Background: an optimization exercise with open tools, aiming at small area and a short achievable clock period. Do not read the settings as production practice.
Function was checked by simulation only, so behaviour that the tests miss may differ from the original.
Power and IR drop assume default switching activity.

$ cat design.v
package mem_resp_pkg;
  localparam int unsigned DATA_W = 16;
  localparam int unsigned ADDR_W = 16;
  localparam int unsigned LOOP_LEN_LOG2 = 2;
  localparam int unsigned LOOP_LEN      = 1 << LOOP_LEN_LOG2;
endpackage
module mem_resp_head (
  input  logic tail,
  input  logic ins,
  input  logic wcol,
  input  logic ins_n,
  output logic head
);
  assign head = ~((tail | ins) & (wcol | ins_n));
endmodule
module mem_resp_aoi3 (
  input  logic d0, s0,
  input  logic d1, s1,
  input  logic d2, s2,
  output logic y_n
);
  assign y_n = ~((d0 & s0) | (d1 & s1) | (d2 & s2));
endmodule
module mem_resp_aoi2 (
  input  logic d0, s0,
  input  logic d1, s1,
  output logic y_n
);
  assign y_n = ~((d0 & s0) | (d1 & s1));
endmodule
module mem_resp_nand4 (
  input  logic a, b, c, d,
  output logic y
);
  assign y = ~(a & b & c & d);
endmodule
module mem_resp_nand3 (
  input  logic a, b, c,
  output logic y
);
  assign y = ~(a & b & c);
endmodule
module mem_resp_o21a (
  input  logic a1, a2, b1,
  output logic x
);
  assign x = (a1 | a2) & b1;
endmodule
module mem_resp_o21ai (
  input  logic a1, a2, b1,
  output logic y
);
  assign y = ~((a1 | a2) & b1);
endmodule
module mem_resp_xor2 (
  input  logic a, b,
  output logic x
);
  assign x = a ^ b;
endmodule
module mem_resp_nand2 (
  input  logic a, b,
  output logic y
);
  assign y = ~(a & b);
endmodule
module mem_resp_array
#(
  parameter int unsigned DEPTH_LOG2 = 8
) (
  input  logic                                clk,
  input  logic [mem_resp_pkg::LOOP_LEN_LOG2:0] phase,
  input  logic [7:0]                          wr_hi_c,
  input  logic [7:0]                          wr_hi_v,
  input  logic [7:0]                          wr_lo,
  input  logic [mem_resp_pkg::DATA_W-1:0]     wr_data,
  input  logic [7:0]                          rd_hq,
  input  logic [7:0]                          rd_lq,
  input  logic                                rd_live,
  input  logic [DEPTH_LOG2-mem_resp_pkg::LOOP_LEN_LOG2-1:0] rd_addr,
  input  logic                                rd_here,
  output logic [mem_resp_pkg::DATA_W-1:0]     rd_data
);
  localparam int unsigned W      = mem_resp_pkg::DATA_W;
  localparam int unsigned LL2    = mem_resp_pkg::LOOP_LEN_LOG2;
  localparam int unsigned LEN    = mem_resp_pkg::LOOP_LEN;
  localparam int unsigned GL2    = DEPTH_LOG2 - LL2;
  localparam int unsigned GROUPS = 1 << GL2;
  logic [LL2:0] phase_m1;
  assign phase_m1 = phase - (LL2+1)'(1);
  logic [W-1:0] wcol;
  assign wcol = wr_data ^ {W{~phase[LL2]}};
  logic [W-1:0] loop_q [GROUPS][LEN];
  logic [W-1:0] head   [GROUPS];
  logic [GROUPS-1:0] gsel, ins, ins_n;
  logic [7:0]        rd_ha, rd_la;
  always_comb begin
    for (int i = 0; i < 8; i++) begin
      rd_ha[i] = rd_live & (rd_addr[GL2-1:GL2-3] == 3'(i));
      rd_la[i] = (rd_addr[GL2-4:0] == 3'(i));
    end
  end
  for (genvar g = 0; g < GROUPS; g++) begin : g_loop
    assign gsel[g] = (rd_hq[g/8] & rd_lq[g%8]) | (rd_ha[g/8] & rd_la[g%8]);
    mem_resp_o21a  u_ins   (.a1(wr_hi_c[g/8]), .a2(wr_hi_v[g/8]), .b1(wr_lo[g%8]), .x(ins[g]));
    mem_resp_o21ai u_ins_n (.a1(wr_hi_c[g/8]), .a2(wr_hi_v[g/8]), .b1(wr_lo[g%8]), .y(ins_n[g]));
    for (genvar b = 0; b < W; b++) begin : g_bit
      mem_resp_head u_head (
        .tail (loop_q[g][LEN-1][b]),
        .ins  (ins[g]),
        .wcol (wcol[b]),
        .ins_n(ins_n[g]),
        .head (head[g][b])
      );
    end
    always_ff @(posedge clk) begin
      loop_q[g][0] <= head[g];
      for (int k = 1; k < LEN; k++) loop_q[g][k] <= loop_q[g][k-1];
    end
  end
  logic [W-1:0][5:0] part;
  logic [W-1:0][5:0] part_q;
  logic       hit_q, pol_q;
  for (genvar b = 0; b < W; b++) begin : g_rd
    for (genvar k = 0; k < 4; k++) begin : g_p12
      logic [3:0] aoi_n;
      for (genvar i = 0; i < 4; i++) begin : g_aoi
        mem_resp_aoi3 u_aoi (
          .d0(loop_q[12*k+3*i][0][b]),   .s0(gsel[12*k+3*i]),
          .d1(loop_q[12*k+3*i+1][0][b]), .s1(gsel[12*k+3*i+1]),
          .d2(loop_q[12*k+3*i+2][0][b]), .s2(gsel[12*k+3*i+2]),
          .y_n(aoi_n[i])
        );
      end
      mem_resp_nand4 u_n (.a(aoi_n[0]), .b(aoi_n[1]), .c(aoi_n[2]), .d(aoi_n[3]), .y(part[b][k]));
    end
    for (genvar k = 0; k < 2; k++) begin : g_p8
      localparam int unsigned G0 = 48 + 8*k;
      logic [2:0] aoi_n;
      for (genvar i = 0; i < 2; i++) begin : g_aoi
        mem_resp_aoi3 u_aoi (
          .d0(loop_q[G0+3*i][0][b]),   .s0(gsel[G0+3*i]),
          .d1(loop_q[G0+3*i+1][0][b]), .s1(gsel[G0+3*i+1]),
          .d2(loop_q[G0+3*i+2][0][b]), .s2(gsel[G0+3*i+2]),
          .y_n(aoi_n[i])
        );
      end
      mem_resp_aoi2 u_aoi2 (
        .d0(loop_q[G0+6][0][b]), .s0(gsel[G0+6]),
        .d1(loop_q[G0+7][0][b]), .s1(gsel[G0+7]),
        .y_n(aoi_n[2])
      );
      mem_resp_nand3 u_n (.a(aoi_n[0]), .b(aoi_n[1]), .c(aoi_n[2]), .y(part[b][4+k]));
    end
  end
  always_ff @(posedge clk) begin
    part_q <= part;
    hit_q  <= rd_here;
    pol_q  <= phase_m1[LL2];
  end
  logic [W-1:0] rd_val, rcap_q;
  for (genvar b = 0; b < W; b++) begin : g_val
    assign rd_val[b] = (|part_q[b]) ^ pol_q;
  end
  always_ff @(posedge clk) begin
    if (hit_q) rcap_q <= rd_val;
  end
  assign rd_data = hit_q ? rd_val : rcap_q;
endmodule
module mem_stall_resp
#(
  parameter int unsigned DEPTH_LOG2 = 8,
  parameter int unsigned LATENCY    = 4
) (
  input  logic              clk,
  input  logic              rst,
  input  logic [mem_resp_pkg::ADDR_W-1:0] Addr,
  input  logic [mem_resp_pkg::DATA_W-1:0] DataIn,
  input  logic              Rd,
  input  logic              Wr,
  output logic [mem_resp_pkg::DATA_W-1:0] DataOut,
  output logic              Done,
  output logic              Stall,
  output logic              err
);
  localparam int unsigned W   = mem_resp_pkg::DATA_W;
  localparam int unsigned LL2 = mem_resp_pkg::LOOP_LEN_LOG2;
  logic [LL2:0] phase, phase_p1, phase_m1;
  always_ff @(posedge clk) phase <= phase_p1;
  assign phase_p1 = phase + (LL2+1)'(1);
  assign phase_m1 = phase - (LL2+1)'(1);
  logic       busy_q, last_q, done_q, err_q, busy_d;
  logic [1:0] cnt_q;   
  logic       legal, accept, commit;
  logic       busy_s_q, done_s_q, busy_r_q;
  logic                  op_wr_q;
  logic [LL2-1:0]        word_q, word_x;
  logic [7:0]            hi_q, lo_q, hi_a, lo_a;
  logic [W-1:0]          wdata_q;
  logic                  wb_load, wb_valid_q, wr_drain;
  logic                  drain_c_q, drain_v_q, drain_v_d;
  logic [7:0]            drain_hc_q, drain_hv_q;
  logic [LL2-1:0]        wb_word_q;
  logic [7:0]            wb_hi_q, wb_lo_q;
  logic [W-1:0]          wb_data_q;
  logic                  rd_here;
  logic [W-1:0]          rd_data, dout_q;
  assign legal   = (Rd ^ Wr) & ~Addr[0];
  assign accept  = ~busy_q & ~done_q & legal;
  assign busy_d  = accept | (busy_q & ~last_q);
  assign commit  = last_q & op_wr_q;
  assign wb_load = busy_q & (cnt_q == 2'd2) & op_wr_q;
  assign wr_drain = drain_c_q | drain_v_q;
  assign drain_v_d = (commit | wb_valid_q) & ~wr_drain & (wb_word_q == phase_p1[LL2-1:0]);
  always_comb begin
    for (int i = 0; i < 8; i++) begin
      hi_a[i] = (Addr[DEPTH_LOG2:DEPTH_LOG2-2] == 3'(i));
      lo_a[i] = (Addr[DEPTH_LOG2-3:LL2+1] == 3'(i));
    end
  end
  assign word_x  = busy_r_q ? word_q : Addr[LL2:1];
  assign rd_here = (word_x == phase_m1[LL2-1:0]);
  always_ff @(posedge clk or posedge rst) begin
    if (rst) begin
      busy_q     <= 1'b0;
      last_q     <= 1'b0;
      done_q     <= 1'b0;
      err_q      <= 1'b0;
      dout_q     <= '0;
      hi_q       <= '0;
      lo_q       <= '0;
      busy_s_q   <= 1'b0;
      done_s_q   <= 1'b0;
      busy_r_q   <= 1'b0;
      drain_c_q  <= 1'b0;
      drain_hc_q <= '0;
    end else begin
      busy_q     <= busy_d;
      last_q     <= busy_q & (cnt_q == 2'd2);
      done_q     <= last_q;
      err_q      <= ~busy_q & ~done_q & (Rd | Wr) & ~legal;
      if (last_q & ~op_wr_q) dout_q <= rd_data;
      hi_q       <= (hi_a & {8{accept}}) | (hi_q & {8{busy_q & ~last_q}});
      lo_q       <= (lo_a & {8{accept}}) | (lo_q & {8{busy_q & ~last_q}});
      busy_s_q   <= accept | (busy_s_q & ~last_q);
      done_s_q   <= busy_s_q & last_q;
      busy_r_q   <= accept | (busy_r_q & ~last_q);
      drain_c_q  <= wb_load & (word_q == phase_p1[LL2-1:0]);
      drain_hc_q <= hi_q & {8{wb_load & (word_q == phase_p1[LL2-1:0])}};
    end
  end
  always_ff @(posedge clk) begin
    cnt_q  <= busy_q ? cnt_q + 2'd1 : 2'd0;
    word_q <= word_x;
    if (accept) begin
      op_wr_q <= Wr;
      wdata_q <= DataIn;
    end
    if (wb_load) begin
      wb_word_q <= word_q;
      wb_hi_q   <= hi_q;
      wb_lo_q   <= lo_q;
      wb_data_q <= wdata_q;
    end
    wb_valid_q <= (commit | wb_valid_q) & ~wr_drain;
    drain_v_q  <= drain_v_d;
    drain_hv_q <= wb_hi_q & {8{drain_v_d}};
  end
  mem_resp_array #(
    .DEPTH_LOG2(DEPTH_LOG2)
  ) u_array (
    .clk     (clk),
    .phase   (phase),
    .wr_hi_c (drain_hc_q),
    .wr_hi_v (drain_hv_q),
    .wr_lo   (wb_lo_q),
    .wr_data (wb_data_q),
    .rd_hq   (hi_q),
    .rd_lq   (lo_q),
    .rd_live (~busy_r_q),
    .rd_addr (Addr[DEPTH_LOG2:LL2+1]),
    .rd_here (rd_here),
    .rd_data (rd_data)
  );
  logic rw_diff, stall_idle_n;
  mem_resp_xor2 u_stall_x (
    .a(Rd),
    .b(Wr),
    .x(rw_diff)
  );
  mem_resp_nand3 u_stall_i (
    .a(rw_diff),
    .b(~Addr[0]),
    .c(~done_s_q),
    .y(stall_idle_n)
  );
  mem_resp_nand2 u_stall (
    .a(stall_idle_n),
    .b(~busy_s_q),
    .y(Stall)
  );
  assign Done    = done_q;
  assign err     = err_q;
  assign DataOut = dout_q;
endmodule
$ cat flow/run.sh
#!/bin/bash
# Layout flow: the standard flow (standard.sh, unchanged synthesis and
# steps), with the port buffers inserted as buf_2 cells instead of the
# default delay-cell buffers. The make output goes to standard_flow.log; ORFS
# keeps each step's log under orfs/logs.
set -euo pipefail
cd "$(dirname "$0")/.."
bash standard.sh "BUFFER_PORTS_ARGS=-buffer_cell sky130_fd_sc_hd__buf_2" finish > standard_flow.log 2>&1
$ cat standard.sh
#!/bin/bash
# synth_recipe.tcl (not shown) runs the flow's synth.tcl, then flattens the netlist and writes it again
# the make line also repeats each setting of config.mk as NAME=value (left out here)
make -C /OpenROAD-flow-scripts/flow DESIGN_CONFIG=/design/flow/config.mk WORK_HOME=/design/flow/orfs CLKGATE_MAP_FILE= SYNTH_SCRIPT=/design/flow/synth_recipe.tcl "${@:-finish}"
$ cat config.mk
export PLATFORM = sky130hd
export DESIGN_NAME = mem_stall_resp
export DESIGN_NICKNAME = mem_stall_resp
export VERILOG_FILES = /design/flow/design.v
export SDC_FILE = /design/flow/constraint.sdc
export NUM_CORES = 4
export LEC_CHECK = 0
export CAP_MARGIN = 20
export CORE_MARGIN = 2
export CORE_UTILIZATION = 70
export CTS_BUF_LIST = sky130_fd_sc_hd__clkbuf_8 sky130_fd_sc_hd__clkbuf_16
export CTS_CLUSTER_DIAMETER = 50
export CTS_CLUSTER_SIZE = 33
export PLACE_DENSITY = 0.74
export SETUP_SLACK_MARGIN = 2.55
export SLEW_MARGIN = 20
export SYNTH_HIERARCHICAL = 1
export SYNTH_MEMORY_MAX_BITS = 8192
export SYNTH_MINIMUM_KEEP_SIZE = 0
$ cat constraint.sdc
create_clock -name core_clock -period 5.0 [get_ports {clk}]
set_input_delay 1.0000 -clock core_clock [delete_from_list [all_inputs] [get_ports {clk}]]
set_output_delay 1.0000 -clock core_clock [all_outputs]
set_load 0.01 [all_outputs]
==> metrics.md, run 1 <==
| Metric | Value |
|---|---|
| Chip height | 384 um |
| Async S/R FF share, synth | 0.0111 |
| Top cell family by delay on the critical path | buffers and inverters |
| Largest net degree at the start of global routing | 65 |
| Wire per inst | 27.6 um |
| Top cells by instance count after synthesis | 4227 x dfxtp_1, 1024 x o22ai_1, 320 x a222oi_1 |
| Critical path capture point type | output pin |
| Area Growth Syn to Fin | 11.6% |
| Num rows | 139 |
| Number of hold buffers added after CTS | 0 |
| Layout Cells excl Fill | 8737 |
| Worst-path clk slew | 100 ps |
| CORE AREA | 0.143 sq mm |
| Overflow after GRT | 0 |
| R2R setup slack | 2530 ps |
| Drt total wl | 241000 um |
| Cell Chain, Critical Path | buf_4 -> xor2_2 -> nand3_1 -> nand2_1 -> buf_2 |
| Smallest hold slack | 309 ps |
| Max incr delay on CP | 170 ps |
| P per Cell Area | 674 mW/mm^2 |
| Total Neg Setup Slack | 0 ps |
| Fin nets | 6719 |
| Antenna-violating nets left | 0 |
| Iteration-0 DRC Markers | 6049 |
| Vias in the first global route | 54100 |
| Crit share post-route | 0.518 |
| CP arrival | 1590 ps |
| Final GP Congestion | 0.885 |
| Worst-path cell with the longest stage delay | xor2_2 |
| Ranking of synthesized cells by area | dfxtp_1 84%, o22ai_1 6.3%, a222oi_1 3.2%, edfxtp_1 1.5%, dfrtp_1 1.2% |
| Cell area after layout | 0.113 sq mm |
| First-pass GRT wire length | 352000 um |
| CTS buffer count | 190 |
| CP required | 4000 ps |
| Synth top area share | 0.837 |
| Mean Syn Cell Area | 16.0 sq um |
| Tot GR Track Use | 0.324 |
| Mapped Area | 0.101 sq mm |
| Hold Path End | u_array.loop_q[103][8] |
| Maximum vdd drop | 0.497 mV |
| DIE WIDTH | 384 um |
| Vias | 53900 |
| Final Max Slew Viols | 0 |
| CP bufs+invs | 2 |
| Status | timing/DRC/antenna clean |
| Minimum clock period | 2590 ps |
| Layout cells sized above 1 | 0.104 |
| Seq/Total Area, Yosys | 0.864 |
| Max Fclk | 386 MHz |
| I/O pin cnt | 55 |
| Worst Tran Pin Value | 1180 ps |
| RSZ-0062 raised after global routing | yes |
| Final Hold Fails | 0 |
| H-Tree Depth | 4 |
| Most frequent cell after synthesis | dfxtp_1 |
| Average vias per placed instance | 6.17 |
| Initial Util | 0.705 |
| Netlist cell types | 39 |
| Final setup violation count | 0 |
| Register bit total from synthesis | 4326 |
| Post-detail-place hpwl | 141000 um |
| # placed instances | 8351 |
| Post-synth EDFFs | 51 |
| PortBufs | 47 |
| Drt first pass iters | 13 |
| Initial antenna violation count | 9 |
| Normalized max-slew margin | 0.210 |
| Placed cell areas | 0.105 sq mm |
| CP Launch Type | input pin |
| Num Clock Sinks | 4326 |
| CTS tree | built |
| WS Path Type | in2out |
| FF-to-FF End | u_array.part_q[1] |
| Root Driver | clkbuf_16 |
| Hold path cells | 0 |
| R2R cell count | 7 |
| Top FF cell, synth | dfxtp_1 |
| Cells after Synth | 6313 |
| DRC | 0 |
| Max FO, Critical Path | 3 |
| Worst Clk Skew | 38.2 ps |
| Yosys top cell by area | dfxtp_1 |
| Synth warn | 11 |
| Static leakage | 44.5 nW |
| Die area | 0.148 sq mm |
| Clock Tree Buf Depth | 3 |
| Syn_nets | 6352 |
| Filler cell count in the final layout | 7941 |
| R2R Path Start | busy_r_q |
| Power Total | 76.1 mW |
| Worst-skew pair later-pin latency | 860 ps |
| Hold_sp | u_array.loop_q[102][8] |
| Max_cap viols | 0 |
| Worst min-delay path class | reg2reg |
-- cell families after synthesis --
family / after synthesis / synth area share
AND/OR/NAND/NOR: 276 / 0.0156
flip-flops: 4326 / 0.864
multiplexers: 18 / 0.00200
adder cells (fa/ha/maj): 3 / 0.000371
XOR/XNOR: 24 / 0.00208
AO/OA/AOI/OAI: 1620 / 0.114
buffers and inverters: 46 / 0.00176
-- how the worst max path moves through the flow --
stage	end	cells past startpoint	slack, ps	startpoint
3_3_place_gp	u_array.part_q[92]	5	1470	Addr[3]
4_1_cts	u_array.part_q[8]	5	2400	busy_r_q
3_5_place_dp	u_array.part_q[92]	5	1340	Addr[4]
5_1_grt	Stall	4	2390	done_s_q
2_1_floorplan	u_array.loop_q[0][0]	3	1630	phase[2]
6_report	Stall	5	2410	Wr
-- registers in the layout, summed over array words and instances (netlist names), 16 cells and up --
signal / flops
wb_data_q: 16
u_array.rcap_q: 16
dout_q: 16
wdata_q: 16
u_array.loop_q: 4096
u_array.part_q: 96
-- layout make-up --
class	instances	area (sq um)	area share
sequential	4326	87400	0.774
antenna	1	2.50	0.0000222
inverter	14	53.8	0.000477
tap	1903	2380	0.0211
clock buffer	203	5020	0.0445
timing repair buffer	207	1750	0.0155
multi-input combinational	1941	14400	0.127
clock inverter	142	1940	0.0172
-- worst register-to-register path: cells and delay by family, from the launching register on --
kind,cells,cell delay (ps)
buffers and inverters,2,390
AOI/OAI and AO/OA,2,880
and+or+nand+nor,3,630
DFF,1,430
-- modules after synthesis (local to each module, per instance), a selection --
module,cells,area [sq um]
mem_resp_aoi2,1,12.5
mem_resp_aoi3,1,10.0
mem_resp_head,1,6.26
mem_resp_nand2,1,3.75
mem_resp_nand3,1,5.00
mem_resp_nand4,1,6.26
mem_resp_o21a,1,7.51
mem_resp_xor2,1,8.76
-- metrics by stage --
step,util,setup WS [ps]
final,0.787,2410
after floorplan,-,1630
after CTS,0.785,2400
after global placement,0.732,1470
after global routing,0.787,2390
after detailed placement,0.732,1340
-- metal layers --
layer  vias to the layer above  global-route usage  wire, um
met2                      2155               0.507    112000
met4                         6               0.141     10300
met3                       478              0.0671     18600
met5                         -                   0        33
met1                     27200               0.442    101000
li1                      24100                   -         -
-- power by group --
part           internal [mW]  switching (mW)  total (mW)
logic                   1.98            2.35        4.33
registers               47.1            4.78        51.9
clock network           8.41            11.4        19.8
-- what timing repair did --
item / 4_1_cts / 5_1_grt
endpoints found under the hold margin: 0 / 0
endpoints found under the setup margin: 474 / 103
buffers inserted: 31 / 9
pin swaps: 22 / 11
gates resized for setup: 37 / 18
-- layout by cell type, fill, tap and decap left out, types with 30 or more instances in the layout --
cell type	count
nand2_1	76
clkbuf_16	198
o21ai_1	67
o21a_1	62
o22ai_1	1024
o21ai_4	31
a222oi_1	320
dfxtp_1	4225
nand3_1	34
o21ai_2	30
buf_4	133
nand4_1	65
dfrtp_1	48
a22oi_2	32
buf_2	45
edfxtp_1	51
==> inputs of run 2 (changes only) <==
--- a/config.mk
+++ b/config.mk
@@ -11,4 +11,4 @@
 export CTS_BUF_LIST = sky130_fd_sc_hd__clkbuf_8 sky130_fd_sc_hd__clkbuf_16
-export CTS_CLUSTER_DIAMETER = 50
-export CTS_CLUSTER_SIZE = 33
+export CTS_CLUSTER_DIAMETER = 56
+export CTS_CLUSTER_SIZE = 32
 export PLACE_DENSITY = 0.74
==> metrics.md, run 2 <==
| Metric | Value |
|---|---|
| P_int | 56.5 mW |
| Initial Util | 0.705 |
| Async S/R FF share, synth | 0.0111 |
| Worst min-delay path class | reg2reg |
| Placed cell areas | 0.105 sq mm |
| Register bit total from synthesis | 4326 |
| Mapped Area | 0.101 sq mm |
| Met1 wire length | 101000 um |
| Largest net degree at the start of global routing | 65 |
| Critical path capture point type | output pin |
| Status | timing/DRC/antenna clean |
| Max_cap viols | 0 |
| Chip height | 384 um |
| Vias in the first global route | 53400 |
| Num rows | 139 |
| Synth warn | 11 |
| Switching part of the total | 0.239 |
| Yosys top cell by area | dfxtp_1 |
| Seq pwr share | 0.698 |
| Worst-path cell with the longest stage delay | xor2_2 |
| Worst-skew pair later-pin latency | 850 ps |
| Top FF cell, synth | dfxtp_1 |
| Met2 Wirelength | 109000 um |
| Max incr delay on CP | 140 ps |
| H-Tree Depth | 4 |
| Area Growth Syn to Fin | 10.6% |
| Die area | 0.148 sq mm |
| Drt first pass iters | 11 |
| WS Path Type | in2out |
| Clock Tree Buf Depth | 3 |
| Num Clock Sinks | 4326 |
| CP required | 4000 ps |
| Most frequent cells in the layout | 4225 x dfxtp_1, 1024 x o22ai_1, 320 x a222oi_1 |
| DR top layer | met5 |
| Seq/Total Area, Yosys | 0.864 |
| Minimum clock period | 2550 ps |
| Final GP Congestion | 0.885 |
| Final Hold Fails | 0 |
| Normalized max-slew margin | 0.216 |
| CP Launch Type | input pin |
| Layout cells sized above 1 | 0.0984 |
| Cells after Synth | 6313 |
| DRC | 0 |
| Final Max Slew Viols | 0 |
| Max Fclk | 391 MHz |
| Cell Chain, Critical Path | buf_4 -> xor2_2 -> nand3_1 -> nand2_1 -> buf_2 |
| R2R Path Start | busy_r_q |
| Netlist cell types | 39 |
| Initial antenna violation count | 10 |
| Max FO, Critical Path | 3 |
| Top cells by instance count after synthesis | 4227 x dfxtp_1, 1024 x o22ai_1, 320 x a222oi_1 |
| Commonest non-fill, non-tap cell in the layout | dfxtp_1 |
| CP arrival | 1550 ps |
| Overflow after GRT | 0 |
| Total Neg Setup Slack | 0 ps |
| Worst Tran Pin Value | 1180 ps |
| PortBufs | 47 |
| Synth top area share | 0.837 |
| Crit share post-route | 0.511 |
| Average vias per placed instance | 6.15 |
| Post-synth EDFFs | 51 |
| Comb power frac | 0.058 |
| Wire per inst | 27.5 um |
| CP startpoint | Wr |
| Psw | 17.7 mW |
| Final setup violation count | 0 |
| Drt total wl | 239000 um |
| Max reg flops | 4096 |
| Worst-path clk slew | 120 ps |
| Worst Clk Skew | 37.4 ps |
| Cell area after layout | 0.112 sq mm |
| CORE AREA | 0.143 sq mm |
| First-pass GRT wire length | 347000 um |
| P per Cell Area | 664 mW/mm^2 |
| Most frequent cell after synthesis | dfxtp_1 |
| Wire length on met3 | 18000 um |
| RSZ-0062 raised after global routing | yes |
| Mean Syn Cell Area | 16.0 sq um |
| Syn_nets | 6352 |
| Clock network power share | 0.244 |
| Tot GR Track Use | 0.319 |
| CTS buffer count | 177 |
| Number of hold buffers added after CTS | 0 |
| Post-detail-place hpwl | 141000 um |
| Largest Register | u_array.loop_q |
| Ranking of synthesized cells by area | dfxtp_1 84%, o22ai_1 6.3%, a222oi_1 3.2%, edfxtp_1 1.5%, dfrtp_1 1.2% |
| DIE WIDTH | 384 um |
| Maximum vdd drop | 0.584 mV |
| I/O pin cnt | 55 |
| Vias | 53400 |
| Hold_sp | u_array.loop_q[26][13] |
| Leading registers by flop count | u_array.loop_q (4096), u_array.part_q (96) |
| Fin nets | 6706 |
| Iteration-0 DRC Markers | 5777 |
| Antenna-violating nets left | 0 |
| CTS tree | built |
| Static leakage | 44.1 nW |
| Root Driver | clkbuf_16 |
run 2: cells by family (layout without fill, tap and decap cells):
group	Yosys count	after routing	synth area share
AO/OA/AOI/OAI	1620	1620	0.114
AND/OR/NAND/NOR	276	276	0.0156
flip-flops	4326	4326	0.864
buffers and inverters	46	522	0.00176
adder cells (fa/ha/maj)	3	3	0.000371
other	0	1	0
XOR/XNOR	24	24	0.00208
multiplexers	18	18	0.00200
run 2: final timing paths:
kind	cells after the start	slack [ps]	end
hold reg to reg	0	310	u_array.loop_q[27][13]
hold / removal	0	310	u_array.loop_q[27][13]
setup reg to reg	7	2470	u_array.part_q[70]
setup / recovery	5	2450	Stall
min in group asynchronous	3	350	done_s_q
max in group asynchronous	3	4130	busy_r_q
run 2: layout make-up:
cell class | instances | area, sq um
antenna | 1 | 2.50
clock buffer | 192 | 4670
clock inverter | 109 | 1260
fill | 8082 | 31600
inverter | 14 | 57.6
multi-input combinational | 1941 | 14400
sequential | 4326 | 87400
tap | 1903 | 2380
timing repair buffer | 207 | 1740
run 2: modules after synthesis (local to each module, per instance), a selection:
module / flops+latches / copies in the design / cells inside
mem_stall_resp: 116 / 1 / 226
mem_resp_nand4: 0 / 64 / 1
mem_resp_head: 0 / 1024 / 1
mem_resp_aoi2: 0 / 32 / 1
mem_resp_o21a: 0 / 64 / 1
mem_resp_aoi3: 0 / 320 / 1
mem_resp_xor2: 0 / 1 / 1
mem_resp_nand3: 0 / 33 / 1
mem_resp_nand2: 0 / 1 / 1
mem_resp_o21ai: 0 / 64 / 1
run 2: timing repair:
action | 4_1_cts | 5_1_grt
buffers inserted | 27 | 13
endpoints found under the setup margin | 409 | 112
pin swaps | 29 | 9
resized for setup | 46 | 14
cloned | 0 | 0
run 2: power groups by stage:
| stage | Sequential (mW) | Combinational (mW) | Clock (mW) |
|---|---|---|---|
| final | 51.8 | 4.32 | 18.1 |
| after global routing | 52.9 | 4.61 | 19.4 |
| after CTS | 51.8 | 4.18 | 18.2 |
| after detailed placement | 52.3 | 4.04 | 0 |
| after global placement | 51.7 | 3.81 | 0 |
| after floorplan | 50.4 | 2.78 | 0 |
run 2: per-stage QoR:
| stage | hold slack (ps) | setup slack (ps) | util | cells | power [mW] |
|---|---|---|---|---|---|
| global route | 318 | 2420 | 0.779 | 8693 | 76.9 |
| CTS | 307 | 2440 | 0.778 | 8679 | 74.2 |
| global placement | 310 | 1470 | 0.732 | 8351 | 55.5 |
| detailed placement | 312 | 1340 | 0.732 | 8351 | 56.3 |
| finish | 308 | 2450 | 0.779 | 8693 | 74.3 |
| floorplan | 310 | 1630 | - | 6313 | 53.1 |
run 2: layer usage:
metal / vias up / global-route usage
li1: 24000 / -
met1: 26900 / 0.438
met2: 2057 / 0.501
met3: 461 / 0.0628
met4: 8 / 0.129
met5: - / 0
run 2: critical path: cells and delay by family:
kind	cells	cell delay, ps
XOR/XNOR	1	140
AND/OR/NAND/NOR	2	160
buffers and inverters	2	250
==> inputs of run 3 (changes only) <==
--- a/config.mk
+++ b/config.mk
@@ -9,7 +9,7 @@
 export CORE_MARGIN = 2
-export CORE_UTILIZATION = 70
+export CORE_UTILIZATION = 75
 export CTS_BUF_LIST = sky130_fd_sc_hd__clkbuf_8 sky130_fd_sc_hd__clkbuf_16
-export CTS_CLUSTER_DIAMETER = 56
-export CTS_CLUSTER_SIZE = 32
-export PLACE_DENSITY = 0.74
+export CTS_CLUSTER_DIAMETER = 66
+export CTS_CLUSTER_SIZE = 33
+export PLACE_DENSITY = 0.79
 export SETUP_SLACK_MARGIN = 2.55
==> metrics.md, run 3 <==
| Metric | Value |
|---|---|
| Final setup violation count | 0 |
| CTS buffer count | 153 |
| Minimum clock period | 2560 ps |
| Worst Tran Pin Value | 1210 ps |
| Final Hold Fails | 0 |
| Netlist cell types | 39 |
| CORE AREA | 0.134 sq mm |
| Worst-path clk slew | 110 ps |
| Top cells by instance count after synthesis | 4227 x dfxtp_1, 1024 x o22ai_1, 320 x a222oi_1 |
| Crit share post-route | 0.512 |
| Switching part of the total | 0.238 |
| CP required | 5640 ps |
| Drt total wl | 245000 um |
| Total Neg Setup Slack | 0 ps |
| Most frequent cell after synthesis | dfxtp_1 |
| Final GP Congestion | 0.929 |
| Power Total | 72.2 mW |
| Number of hold buffers added after CTS | 0 |
| Top FF cell, synth | dfxtp_1 |
| Average vias per placed instance | 6.45 |
| H-Tree Depth | 4 |
| Max FO, Critical Path | 16 |
| Psw | 17.2 mW |
| CTS tree | built |
| Ranking of synthesized cells by area | dfxtp_1 84%, o22ai_1 6.3%, a222oi_1 3.2%, edfxtp_1 1.5%, dfrtp_1 1.2% |
| P_int | 55.0 mW |
| Maximum vdd drop | 0.439 mV |
| Sequential cell area | 0.0874 sq mm |
| Root Driver | clkbuf_16 |
| Static leakage | 43.2 nW |
| Overflow after GRT | 0 |
| Area of the multi-input gates | 0.0145 sq mm |
| Filler cell count in the final layout | 6616 |
| Num Clock Sinks | 4326 |
| Max Fclk | 391 MHz |
| Antenna-violating nets left | 0 |
| Wire per inst | 29.1 um |
| Yosys top cell by area | dfxtp_1 |
| RSZ-0062 raised after global routing | yes |
| Drt first pass iters | 10 |
| Worst min-delay path class | reg2reg |
| Comb power frac | 0.060 |
| Mean Syn Cell Area | 16.0 sq um |
| Mapped Area | 0.101 sq mm |
| Commonest non-fill, non-tap cell in the layout | dfxtp_1 |
| WS Path Type | reg2reg |
| Seq/Total Area, Yosys | 0.864 |
| Fin nets | 6666 |
| First-pass GRT wire length | 354000 um |
| Post-synth EDFFs | 51 |
| Worst Clk Skew | 21.1 ps |
| Initial Util | 0.757 |
| Register bit total from synthesis | 4326 |
| Max reg flops | 4096 |
| Largest Register | u_array.loop_q |
| Initial antenna violation count | 8 |
| Die area | 0.138 sq mm |
| Max_cap viols | 0 |
| Post-detail-place hpwl | 141000 um |
| Worst-skew pair later-pin latency | 820 ps |
| Final Max Slew Viols | 0 |
| DRC | 0 |
| Synth top area share | 0.837 |
| Clock network power share | 0.217 |
| CP arrival | 3200 ps |
| Cells after Synth | 6313 |
| Layout cells sized above 1 | 0.0819 |
| Vias in the first global route | 54500 |
| Area Growth Syn to Fin | 8.74% |
| Status | timing/DRC/antenna clean |
| Vias | 54400 |
| Num rows | 134 |
| Critical path capture point type | register |
| Chip height | 371 um |
| CP Launch Type | register |
| I/O pin cnt | 55 |
| P per Cell Area | 657 mW/mm^2 |
| Seq pwr share | 0.723 |
| Syn_nets | 6352 |
| Most frequent cells in the layout | 4225 x dfxtp_1, 1024 x o22ai_1, 320 x a222oi_1 |
| DIE WIDTH | 371 um |
| Normalized max-slew margin | 0.186 |
| Largest net degree at the start of global routing | 65 |
| Tot GR Track Use | 0.350 |
| PortBufs | 47 |
| Async S/R FF share, synth | 0.0111 |
| Synth warn | 11 |
| Clock Tree Buf Depth | 3 |
| Iteration-0 DRC Markers | 7247 |
| Leading registers by flop count | u_array.loop_q (4096), u_array.part_q (96) |
[run 3: changes by cell type in the layout (fill, tap and decap cells not counted), sizes merged, moves of 4 or more]
cell,delta
inv,-23
clkbuf,-29
clkinvlp,-9
clkinv,-39
buf,-17
bufinv,-4
[run 3: kinds of logic after synthesis]
logic type | count (synthesis) | synth area share
AO/OA/AOI/OAI | 1620 | 0.114
XOR/XNOR | 24 | 0.00208
adder cells (fa/ha/maj) | 3 | 0.000371
buffers and inverters | 46 | 0.00176
flip-flops | 4326 | 0.864
multiplexers | 18 | 0.00200
AND/OR/NAND/NOR | 276 | 0.0156
[run 3: worst paths after layout]
| check | slack (ps) | startpoint | endpoint | cells after the start |
|---|---|---|---|---|
| setup / recovery | 2440 | busy_r_q | u_array.part_q[67] | 6 |
| hold / removal | 320 | u_array.loop_q[106][8] | u_array.loop_q[107][8] | 0 |
| setup reg to reg | 2440 | busy_r_q | u_array.part_q[67] | 6 |
| hold reg to reg | 320 | u_array.loop_q[106][8] | u_array.loop_q[107][8] | 0 |
| max in group asynchronous | 4090 | rst | drain_hc_q[5] | 3 |
| min in group asynchronous | 370 | rst | busy_s_q | 3 |
[run 3: per-stage QoR]
stage          setup slack [ps]  area, sq um  std cells   util  hold slack [ps]
2_1_floorplan              1630       101000       6313      -              310
3_3_place_gp               1340       105000       8194  0.783              309
3_5_place_dp               1110       105000       8195  0.783              312
4_1_cts                    2460       110000       8414  0.820              321
5_1_grt                    2450       110000       8437  0.823              320
6_report                   2440       110000       8439  0.823              321
[run 3: power by group through the flow]
stage	registers, mW	clock network, mW	logic [mW]
after floorplan	50.4	0	2.78
after global placement	51.8	0	3.76
after detailed placement	52.4	0	4.01
after CTS	52.0	15.6	4.19
after global routing	53.1	16.8	4.62
final	52.2	15.6	4.36
[run 3: modules after synthesis, one instance, submodules excluded, excerpt]
module / flip-flops and latches / times used / cell area [sq um]
mem_resp_aoi3: 0 / 320 / 10.0
mem_resp_head: 0 / 1024 / 6.26
mem_resp_o21ai: 0 / 64 / 5.00
mem_stall_resp: 116 / 1 / 3850
mem_resp_nand2: 0 / 1 / 3.75
mem_resp_nand4: 0 / 64 / 6.26
mem_resp_o21a: 0 / 64 / 7.51
[run 3: area by class of cell]
cell class	count	share of cell area
antenna	2	0.0000455
clock buffer	163	0.0366
clock inverter	34	0.00228
inverter	14	0.000489
multi-input combinational	1942	0.131
sequential	4326	0.795
tap	1768	0.0201
timing repair buffer	190	0.0145
[run 3: critical path: stages, from the launching register on]
cell      delay, ps
dfrtp_1         420
inv_2           140
nor2b_2         250
nand2_4         220
o21ai_4         180
a222oi_1        910
nand4_1         240
[run 3: what timing repair did]
| action | 4_1_cts | 5_1_grt |
|---|---|---|
| resized for setup | 61 | 12 |
| gates cloned | 1 | 0 |
| setup buffers | 21 | 22 |
| pin swaps | 24 | 8 |
| endpoints found under the setup margin | 602 | 88 |
[run 3: layer usage]
layer / wire length (um) / track usage / vias to the layer above / share of wire
met2: 110000 / 0.535 / 2706 / 0.45
met1: 100000 / 0.478 / 27300 / 0.41
met5: 99 / 0 / - / 0.00040
met4: 12800 / 0.170 / 14 / 0.052
met3: 22000 / 0.0802 / 599 / 0.090
li1: - / - / 23800 / -
==> inputs of run 4 (changes only) <==
--- a/design.v
+++ b/design.v
@@ -54,2 +54,8 @@
 endmodule
+module mem_resp_a32o (
+  input  logic a1, a2, a3, b1, b2,
+  output logic x
+);
+  assign x = (a1 & a2 & a3) | (b1 & b2);
+endmodule
 module mem_resp_xor2 (
@@ -98,3 +104,3 @@
     for (int i = 0; i < 8; i++) begin
-      rd_ha[i] = rd_live & (rd_addr[GL2-1:GL2-3] == 3'(i));
+      rd_ha[i] = (rd_addr[GL2-1:GL2-3] == 3'(i));
       rd_la[i] = (rd_addr[GL2-4:0] == 3'(i));
@@ -103,3 +109,7 @@
   for (genvar g = 0; g < GROUPS; g++) begin : g_loop
-    assign gsel[g] = (rd_hq[g/8] & rd_lq[g%8]) | (rd_ha[g/8] & rd_la[g%8]);
+    mem_resp_a32o u_gsel (
+      .a1(rd_live), .a2(rd_ha[g/8]), .a3(rd_la[g%8]),
+      .b1(rd_hq[g/8]), .b2(rd_lq[g%8]),
+      .x (gsel[g])
+    );
     mem_resp_o21a  u_ins   (.a1(wr_hi_c[g/8]), .a2(wr_hi_v[g/8]), .b1(wr_lo[g%8]), .x(ins[g]));
--- a/config.mk
+++ b/config.mk
@@ -9,3 +9,3 @@
 export CORE_MARGIN = 2
-export CORE_UTILIZATION = 75
+export CORE_UTILIZATION = 70
 export CTS_BUF_LIST = sky130_fd_sc_hd__clkbuf_8 sky130_fd_sc_hd__clkbuf_16
@@ -13,4 +13,4 @@
 export CTS_CLUSTER_SIZE = 33
-export PLACE_DENSITY = 0.79
-export SETUP_SLACK_MARGIN = 2.55
+export PLACE_DENSITY = 0.74
+export SETUP_SLACK_MARGIN = 2.45
 export SLEW_MARGIN = 20
==> metrics.md, run 4 <==
| Metric | Value |
|---|---|
| Final setup violation count | 0 |
| Setup bufs post-CTS | 0 |
| Worst-skew pair later-pin latency | 840 ps |
| Synth top area share | 0.837 |
| Final GP Congestion | 0.885 |
| Initial antenna violation count | 9 |
| Status | timing/DRC/antenna clean |
| Cells after Synth | 6227 |
| Maximum vdd drop | 0.520 mV |
| R2R setup slack | 2400 ps |
| R2R cell count | 5 |
| CP required | 5650 ps |
| Mean Syn Cell Area | 16.2 sq um |
| Normalized max-slew margin | 0.213 |
| Die area | 0.148 sq mm |
| Vias | 53300 |
| Synth warn | 11 |
| CTS buffer count | 154 |
| Final Max Slew Viols | 0 |
| Netlist cell types | 36 |
| Mapped Area | 0.101 sq mm |
| Largest Register | u_array.loop_q |
| Worst Tran Pin Value | 1180 ps |
| Max FO, Critical Path | 16 |
| Seq/Total Area, Yosys | 0.864 |
| CORE AREA | 0.143 sq mm |
| Max Fclk | 376 MHz |
| Cell Chain, Critical Path | buf_2 -> and3b_2 -> a32o_2 -> a222oi_1 -> nand4_1 |
| Most frequent cells in the layout | 4226 x dfxtp_1, 1024 x o22ai_1, 320 x a222oi_1 |
| Util after Layout | 0.762 |
| Worst-path cell with the longest stage delay | a222oi_1 |
| Minimum clock period | 2660 ps |
| Worst Clk Skew | 36.1 ps |
| PortBufs | 47 |
| Post-detail-place hpwl | 144000 um |
| Iteration-0 DRC Markers | 6976 |
| Clock Tree Buf Depth | 3 |
| Max incr delay on CP | 890 ps |
| Overflow after GRT | 0 |
| Max_cap viols | 0 |
| Register bit total from synthesis | 4326 |
| WS Path Type | in2reg |
| Most frequent cell after synthesis | dfxtp_1 |
| Yosys top cell by area | dfxtp_1 |
| Critical path capture point type | register |
| Antenna-violating nets left | 0 |
| DRC | 0 |
| RSZ-0062 raised after global routing | yes |
| Hold path cells | 0 |
| Total Neg Setup Slack | 0 ps |
| Post-synth EDFFs | 51 |
| CP Launch Type | input pin |
| I/O pin cnt | 55 |
| Static leakage | 43.2 nW |
| Worst min-delay path class | reg2reg |
| Max reg flops | 4096 |
| H-Tree Depth | 4 |
| Final Hold Fails | 0 |
| Top FF cell, synth | dfxtp_1 |
| Average vias per placed instance | 6.28 |
| Initial Util | 0.705 |
| Chip height | 384 um |
| Num Clock Sinks | 4326 |
| Async S/R FF share, synth | 0.0111 |
| CP arrival | 3310 ps |
| Commonest non-fill, non-tap cell in the layout | dfxtp_1 |
| CTS tree | built |
| Ranking of synthesized cells by area | dfxtp_1 84%, o22ai_1 6.3%, a222oi_1 3.2%, edfxtp_1 1.5%, dfrtp_1 1.2% |
| Power Total | 72.2 mW |
| Fin nets | 6559 |
| Top cells by instance count after synthesis | 4227 x dfxtp_1, 1024 x o22ai_1, 320 x a222oi_1 |
| Num rows | 139 |
| Drt total wl | 236000 um |
| First-pass GRT wire length | 343000 um |
| DIE WIDTH | 384 um |
| P per Cell Area | 660 mW/mm^2 |
| Drt first pass iters | 10 |
| Wire per inst | 27.9 um |
| Crit share post-route | 0.532 |
| Leading registers by flop count | u_array.loop_q (4096), u_array.part_q (96) |
| Syn_nets | 6266 |
| Largest net degree at the start of global routing | 65 |
| Tot GR Track Use | 0.315 |
| Area Growth Syn to Fin | 8.13% |
| Root Driver | clkbuf_16 |
| Worst-path clk slew | 110 ps |
| Vias in the first global route | 51800 |
| Layout cells sized above 1 | 0.0752 |
run 4: area by class of cell:
cell class	count	area, sq um
Tap cell	1903	2380
Clock buffer	166	4100
Fill cell	8447	34100
Multi-Input combinational cell	1874	14000
Antenna cell	6	15.0
Inverter	14	58.8
Timing Repair Buffer	150	1100
Sequential cell	4326	87400
Clock inverter	42	364
run 4: cell families (layout without fill, tap and decap cells):
kind of cell / after synthesis / in the layout / synth area share
AOI/OAI and AO/OA: 1620 / 1620 / 0.117
xor gates and xnor gates: 24 / 24 / 0.00208
adders and majority gates: 3 / 3 / 0.000371
buffers and inverters: 27 / 372 / 0.00105
DFF: 4326 / 4326 / 0.864
muxes: 18 / 18 / 0.00200
other: 0 / 6 / 0
and+or+nand+nor: 209 / 209 / 0.0132
run 4: metrics by stage:
step	cells	setup WS, ps	area [sq um]	hold WS, ps
2_1_floorplan	6227	1410	101000	310
3_3_place_gp	8263	1210	105000	310
3_5_place_dp	8265	1210	105000	312
4_1_cts	8474	2460	109000	299
5_1_grt	8476	2380	109000	291
6_report	8481	2340	109000	299
run 4: where the power goes:
part	switching, mW	total [mW]	internal (mW)
clock network	9.74	15.8	6.10
registers	4.82	52.0	47.1
logic	2.41	4.36	1.95
total	17.0	72.2	55.2
run 4: layer usage:
layer  vias up  global-route usage  share of wire
li1      23700                   -              -
met1     26800               0.469           0.44
met2      2333               0.465           0.43
met3       452              0.0627          0.091
met4         6               0.109          0.035
met5         -                   0        0.00014
run 4: worst max-delay path, delay by kind of cell:
kind | cells | cell delay, ps
compound gates | 2 | 1390
buf+inv | 1 | 230
simple gates | 2 | 660
run 4: repair_timing:
item,in CTS,in global routing
gates resized for setup,33,19
endpoints found under the setup margin,284,101
hold buffers,1,0
endpoints found under the hold margin,1,0
pin swaps,3,8
run 4: modules after synthesis, one instance, submodules excluded, excerpt:
| module | cells | flip-flops and latches | copies in the design |
|---|---|---|---|
| mem_stall_resp | 226 | 116 | 1 |
| mem_resp_a32o | 1 | 0 | 64 |
| mem_resp_aoi3 | 1 | 0 | 320 |
| mem_resp_xor2 | 1 | 0 | 1 |
| mem_resp_o21a | 1 | 0 | 64 |
| mem_resp_nand4 | 1 | 0 | 64 |
| mem_resp_head | 1 | 0 | 1024 |
| mem_resp_nand3 | 1 | 0 | 33 |
| mem_resp_o21ai | 1 | 0 | 64 |
| mem_resp_nand2 | 1 | 0 | 1 |
run 4: path summary, 6_finish.rpt:
kind	start	to
setup / recovery	Addr[5]	u_array.part_q[72]
hold / removal	u_array.loop_q[129][10]	u_array.loop_q[130][10]
setup reg to reg	busy_r_q	u_array.part_q[7]
hold reg to reg	u_array.loop_q[129][10]	u_array.loop_q[130][10]
max in group asynchronous	rst	last_q
min in group asynchronous	rst	drain_hc_q[0]

[afterwards: timing with drivers on the ports]
The flow's constraints put no driver on any port. The routed layouts listed below were extracted and timed again, unchanged, in two steps. Step 1 sets driving cells, clkbuf_16 on the clock port and buf_2 on the other inputs (assumed; they add their load-dependent delay and slew). Step 2 moves the port delays by t, midway between the first and last clock arrival at a register: inputs arrive t later, outputs are due t later. That takes back most of the time a late clock gives input paths. a / b / c = no drivers / after step 1 / after step 2; a / b = the first two.
| run | t (ns) | setup slack, ns | slew at the worst register clock pin (ns) |
|---|---|---|---|
| run 1 | 0.922 | 2.410 / 2.353 / 1.608 | 0.12 / 0.12 |
| run 2 | 0.910 | 2.446 / 2.386 / 1.564 | 0.12 / 0.12 |
| run 3 | 0.886 | 2.442 / 2.425 / 1.539 | 0.12 / 0.12 |
| run 4 | 0.905 | 2.338 / 2.314 / 1.410 | 0.12 / 0.12 |
After both steps every run listed still meets setup and hold. For run 4, which loses most, drivers alone change the setup slack by -0.024 ns; drivers and shift together by -0.928 ns.
